Context: an optimization exercise on an open-source flow, tuned for small area, a short achievable clock period and few clock cycles. The choices shown serve that exercise and are no tape-out recipe.
Where RTL was checked, it was by simulation tests only, not by an equivalence proof against the original.
No activity file was given, so power comes from the tool's default toggle rates.

// packet_truncate_ipv4_fixup_unit
module packet_truncate_ipv4_fixup_unit (
  input  logic        clk_i,
  input  logic        rst_ni,
  input  logic        cfg_we_i,
  input  logic        cfg_idx_i,
  input  logic [15:0] cfg_wdata_i,
  input  logic        s_axis_tvalid,
  output logic        s_axis_tready,
  input  logic [23:0] s_axis_tdata,    
  input  logic        s_axis_tlast,
  output logic        m_axis_tvalid,
  input  logic        m_axis_tready,
  output logic [7:0]  m_axis_tdata,    
  output logic        m_axis_tlast
);
Size in the first run: about 640 flip-flops.
clock: 5.5 ns
lec_check: 0
cap_margin: 20
core_margin: 2
core_utilization: 40
cts_buf_list: sky130_fd_sc_hd__clkbuf_8
place_density: 0.6
setup_slack_margin: 3.1
slew_margin: 20
run.sh (not shown) runs the stock make flow with config.mk's settings and CLKGATE_MAP_FILE= SYNTH_SCRIPT=/design/flow/synth_recipe.tcl, a recipe that flattens the netlist after the stock synthesis.
Testbench counts at the start, summed over its fixed seeds: cycles 243,794.
Edit:
CTS_BUF_LIST = unset   (was sky130_fd_sc_hd__clkbuf_8)
Result:
- The new run finished with timing, DRC and antenna clean
- combinational power came out lower by about 1%
- final area stays flat
- core utilization stays flat
- setup slack improves by 18 ps
- via count came out lower by 1.1%
- global-route usage goes up by 0.26 points
- first-iteration DRC count is unchanged

packet_truncate_ipv4_fixup_unit, a different RTL version from the one above (not shown whole).
Size in the first run: roughly 2000 cells after synthesis, about 640 flip-flops, about 58 I/O pins, roughly 27000 µm² of cells after synthesis.
Settings: LEC_CHECK=0, CAP_MARGIN=20, CORE_MARGIN=2, CORE_UTILIZATION=40, PLACE_DENSITY=0.6, SETUP_SLACK_MARGIN=3.2, SLEW_MARGIN=20, TNS_END_PERCENT=0; clock period 5.5 ns.
The first run ran to the end with no violations.
==> next run, changes <==
- TNS_END_PERCENT: 0 -> not set
=>
- The changed run ran to the end with no violations
- sequential power shrinks by about 0.7%
- synthesized cell count does not change
- final cell count grows by 1.7%
- flip-flop and latch count is unchanged
- synthesized area is unchanged
- power grows by 3.8%
No functional check of the RTL was part of any run of this note.

Another version of the RTL of packet_truncate_ipv4_fixup_unit (not shown whole).
For scale: about 1900 cells after synthesis, ~640 flip-flops, about 58 I/O pins, ~27000 sq um of cells after synthesis.
make LEC_CHECK=0 CAP_MARGIN=20 CORE_MARGIN=2 CORE_UTILIZATION=40 CTS_CLUSTER_DIAMETER=110 CTS_CLUSTER_SIZE=26 GPL_ROUTABILITY_DRIVEN=0 PLACE_DENSITY=0.6 SETUP_SLACK_MARGIN=3.1 SLEW_MARGIN=20 finish   # period 5.5 ns
The baseline ran to the end with no violations.
Testbench counts at the start, summed over its fixed seeds: cycles 243,794.
Next try:
CORE_UTILIZATION = 50   (was 40)
GPL_ROUTABILITY_DRIVEN = default   (was 0)
PLACE_DENSITY = 0.7   (was 0.6)
TNS_END_PERCENT = 50   (was default)
Core utilization went up by 12 points.
Flip-flop and latch count stays the same.
Total power went up by 1.1%.
Area after synthesis is unchanged.
Hold slack degrades by 0.011 ns.
Clock power hardly moves.
Register-to-register slack degrades by 0.04 ns.
Next try:
CORE_UTILIZATION = 40   (was 50)
PLACE_DENSITY = 0.6   (was 0.7)
TNS_END_PERCENT = default   (was 50)
The new run went through all stages and came out clean.
Routed wire length came out higher by 0.99%.
Power came out lower by 1.1%.
Sequential power barely changes.
Synthesized area does not change.
Via count came out lower by 3.5%.
Global-route usage came out lower by 3.3 points.
Worst hold slack is better by 0.011 ns.
Clock skew came out higher by 0.010 ns.
Count of clock-buffer cells in the layout came out higher by 14.
Core utilization came out lower by 12 points.
Setup slack is better by 0.086 ns.
Next try:
CORE_UTILIZATION = 60   (was 40)
PLACE_DENSITY = 0.8   (was 0.6)
=> Clock power drops by a few percent; clock skew drops by 0.027 ns; global-route usage climbs by 8.5 points; worst setup slack loses 0.11 ns; non-clock buffer count drops by 14; via count climbs by a few percent; combinational power drops slightly; die area drops by a quarter to a third.
Next try:
CORE_UTILIZATION = 40   (was 60)
CTS_CLUSTER_DIAMETER = default   (was 110)
CTS_CLUSTER_SIZE = default   (was 26)
PLACE_DENSITY = 0.6   (was 0.8)
Outcome: Setup slack is better by 0.12 ns. Core utilization is lower by 20 points. Combinational power barely changes.
Next try:
CORE_UTILIZATION = 50   (was 40)
CTS_CLUSTER_DIAMETER = 120   (was default)
CTS_CLUSTER_SIZE = 30   (was default)
PLACE_DENSITY = 0.7   (was 0.6)
What happened: The new run finished clean; critical path depth does not change; clock power decreases by 50%; synthesized area does not change; via count drops by 1.6%; hold slack gains 0.0092 ns; die area is lower by 20%; cell area drops by 5.6%; cell count falls by 8.8%; combinational power drops by about 3%.

Setup of rev 12:
Starting RTL as in the previous note.
clock: 5.5 ns
lec_check: 0
cap_margin: 20
core_margin: 2
core_utilization: 50
cts_cluster_diameter: 110
cts_cluster_size: 26
place_density: 0.7
setup_slack_margin: 3.1
slew_margin: 20
Testbench counts of rev 12, summed over its fixed seeds: cycles 243,794.
> inputs changed (rev 12 -> rev 13)
- SETUP_SLACK_MARGIN: 3.1 -> 2.95
==> comparison <==
- Sort rev 12 and rev 13 by via count desc -> top: rev 13
- Compared to rev 12, rev 13 has area added between synthesis and finish 0.77 points lower.
- In the final reports, the cell area of rev 13 is smaller than that of rev 12.
- Higher count of plain and timing-repair buffers in the layout was reported by rev 12, not rev 13.
- Rev 13 ended up with mem_q[11][5] as its end of the critical path; rev 12 ended up with ob_q[6].
- First-iteration DRC count was lower in the run labelled rev 12.
- Compare rev 12 and rev 13 | final net count lower: rev 13
- As of rev 13, footprint of the multi-input gates had fallen by a few percent compared to rev 12.
- Compared with rev 12, number of gates resized after CTS in rev 13 decreased by more than a quarter.
- The higher detailed-routing iteration count for the pre-antenna-repair pass came out of rev 13.
- Of rev 12 and rev 13, the lower largest clock skew in the final design belongs to rev 12.
- Final worst setup slack in rev 13 vs rev 12: down 0.17 ns

packet_truncate_ipv4_fixup_unit, a different RTL version from the one above (not shown whole).
Size in the first run: ~1800 cells after synthesis, roughly 640 flip-flops, about 58 I/O pins, ~27000 um2 of cells after synthesis.
clock: 5.5 ns
lec_check: 0
cap_margin: 20
core_margin: 2
core_utilization: 55
place_density: 0.7
setup_slack_margin: 3.3
slew_margin: 20
tns_end_percent: 0
Change:
- CORE_UTILIZATION: 55 -> 40
- PLACE_DENSITY: 0.7 -> 0.6
What happened: The changed run completed without violations; sequential power hardly moves; via count is lower by a few percent; register-to-register slack improves by 0.08 ns; design area is higher slightly; non-clock buffer count is higher by 4; die area is higher by well over a third; clock skew is higher by 0.0065 ns; hold slack improves by 0.0032 ns; flip-flop and latch count does not change; worst setup slack improves by 0.081 ns; combinational power stays flat.
No run of this note included a check of the RTL's function; only the layout flow was run.

RTL: one of the versions met above, not the one the previous note started from.
Size: ~1900 cells after synthesis, ~58 I/O pins, roughly 27000 um^2 of cells after synthesis.
clock: 5.5 ns
lec_check: 0
cap_margin: 20
core_margin: 2
core_utilization: 50
cts_cluster_diameter: 110
cts_cluster_size: 26
place_density: 0.75
setup_slack_margin: 3.1
slew_margin: 20
Testbench counts at the start, summed over its fixed seeds: cycles 243,794.
==> next run, changes <==
Settings changed: PLACE_DENSITY 0.75 to 0.65.
Result: The changed run completed without violations. Hold slack improved by 0.0074 ns. Core utilization is higher by 0.13 points. Power climbs by about 1.3%. Clock power hardly moves. Worst setup slack degrades by 0.16 ns. Count of clock-buffer cells in the layout climbs by 3. Non-clock buffer count is higher by 10. Global-route usage rises by 1.8 points. Area after synthesis is unchanged.
==> next run, changes <==
Settings changed: PLACE_DENSITY 0.65 to 0.7, SETUP_SLACK_MARGIN 3.1 to 3.2.
After rerunning: The new run completed with no timing, DRC or antenna violations; clock-buffer cell count is unchanged; via count rose by 0.41%; register-to-register slack is better by 0.17 ns; cell area rises by 1.5%; setup slack gains 0.17 ns; combinational power rose by about 3%; synthesized cell count stays the same; global-route usage fell by 1.4 points.
==> next run, changes <==
Settings changed: CORE_UTILIZATION 50 to 40, CTS_CLUSTER_DIAMETER 110 to 120, CTS_CLUSTER_SIZE 26 to 30, PLACE_DENSITY 0.7 to 0.6, SETUP_SLACK_MARGIN 3.2 to 3.1.
What happened:
- The new run finished clean
- critical path depth stays the same
- worst hold slack improves by 0.0063 ns
- synthesized cell count does not change
- power fell by 0.57%
- first-iteration DRC count went down by about 1.9%

Starting RTL as in the previous note.
clock: 5.5 ns
lec_check: 0
cap_margin: 20
core_margin: 2
core_utilization: 45
cts_cluster_diameter: 110
cts_cluster_size: 26
place_density: 0.65
setup_slack_margin: 3.1
slew_margin: 20
The first run finished with timing, DRC and antenna clean.
Testbench counts at the start, summed over its fixed seeds: cycles 243,794.
Change:
--- a/flow/config.mk
+++ b/flow/config.mk
@@ -8,8 +8,8 @@
 export CAP_MARGIN = 20
 export CORE_MARGIN = 2
-export CORE_UTILIZATION = 45
-export CTS_CLUSTER_DIAMETER = 110
-export CTS_CLUSTER_SIZE = 26
-export PLACE_DENSITY = 0.65
+export CORE_UTILIZATION = 40
+export CTS_CLUSTER_DIAMETER = 100
+export CTS_CLUSTER_SIZE = 22
+export PLACE_DENSITY = 0.6
 export SETUP_SLACK_MARGIN = 3.1
 export SLEW_MARGIN = 20
What happened:
- The new run finished with timing, DRC and antenna clean
- total power rises by 1.9%
- wire length rises by 3.3%
- clock power rises by 13%
- worst setup slack gets worse by 0.068 ns
- combinational power falls by about 1%
- design area rises by 0.36%
- global-route usage falls by 1.8 points

afterwards: timing with drivers on the ports:
No port has a modelled driver above. Below, the same layouts with a new extraction and two added sets of constraints.
Step 1 sets driving cells, clkbuf_16 on the clock port and buf_2 on the other inputs (assumed; they add their load-dependent delay and slew).
Step 2 also shifts input and output timing later by t, the mid clock arrival at the registers, as if the neighbouring blocks saw the same clock.
Three values: no drivers, after step 1, after step 2; two values: the first two.
| run | t, ns | setup slack, ns | worst register clock-pin slew, ns | cell pins on the clock port's net |
|---|---|---|---|---|
| the first run of note 1 | 0.774 | 2.953 / 2.953 / 2.354 | 0.07 / 0.07 | 1 |
| the second run of note 1 | 0.680 | 2.971 / 2.971 / 2.355 | 0.07 / 0.07 | 1 |
| the first run of note 2 | 0.688 | 2.596 / 2.596 / 2.054 | 0.07 / 0.07 | 1 |
| the second run of note 2 | 0.675 | 2.513 / 2.513 / 2.513 | 0.07 / 0.07 | 1 |
| the first run of note 3 | 0.676 | 3.067 / 3.034 / 2.497 | 0.11 / 0.11 | 1 |
| the second run of note 3 | 0.677 | 2.981 / 2.918 / 2.383 | 0.11 / 0.11 | 1 |
| the third run of note 3 | 0.676 | 3.067 / 3.034 / 2.497 | 0.11 / 0.11 | 1 |
| the fourth run of note 3 | 0.676 | 2.958 / 2.958 / 2.507 | 0.11 / 0.11 | 1 |
| the fifth run of note 3 | 0.673 | 3.075 / 3.067 / 2.484 | 0.07 / 0.07 | 1 |
| the sixth run of note 3 | 0.647 | 3.096 / 3.091 / 2.499 | 0.12 / 0.12 | 1 |
| rev 12 | 0.679 | 3.102 / 3.097 / 2.526 | 0.11 / 0.11 | 1 |
| rev 13 | 0.678 | 2.933 / 2.938 / 2.279 | 0.11 / 0.11 | 1 |
| the first run of note 5 | 0.686 | 2.729 / 2.729 / 2.268 | 0.07 / 0.07 | 1 |
| the second run of note 5 | 0.676 | 2.811 / 2.811 / 2.260 | 0.07 / 0.07 | 1 |
| the first run of note 6 | 0.678 | 3.015 / 3.015 / 2.565 | 0.11 / 0.11 | 1 |
| the second run of note 6 | 0.675 | 2.855 / 2.855 / 2.470 | 0.11 / 0.11 | 1 |
| the third run of note 6 | 0.665 | 3.030 / 3.030 / 2.509 | 0.11 / 0.11 | 1 |
| the fourth run of note 6 | 0.659 | 3.043 / 3.035 / 2.514 | 0.12 / 0.12 | 1 |
| the first run of note 7 | 0.671 | 3.047 / 3.047 / 2.506 | 0.11 / 0.11 | 1 |
| the second run of note 7 | 0.651 | 2.979 / 2.979 / 2.571 | 0.10 / 0.10 | 1 |
After both steps setup and hold are still met in every run listed. The setup slack of rev 13, which loses most, moves by +0.005 ns with the drivers and by -0.654 ns with both steps.
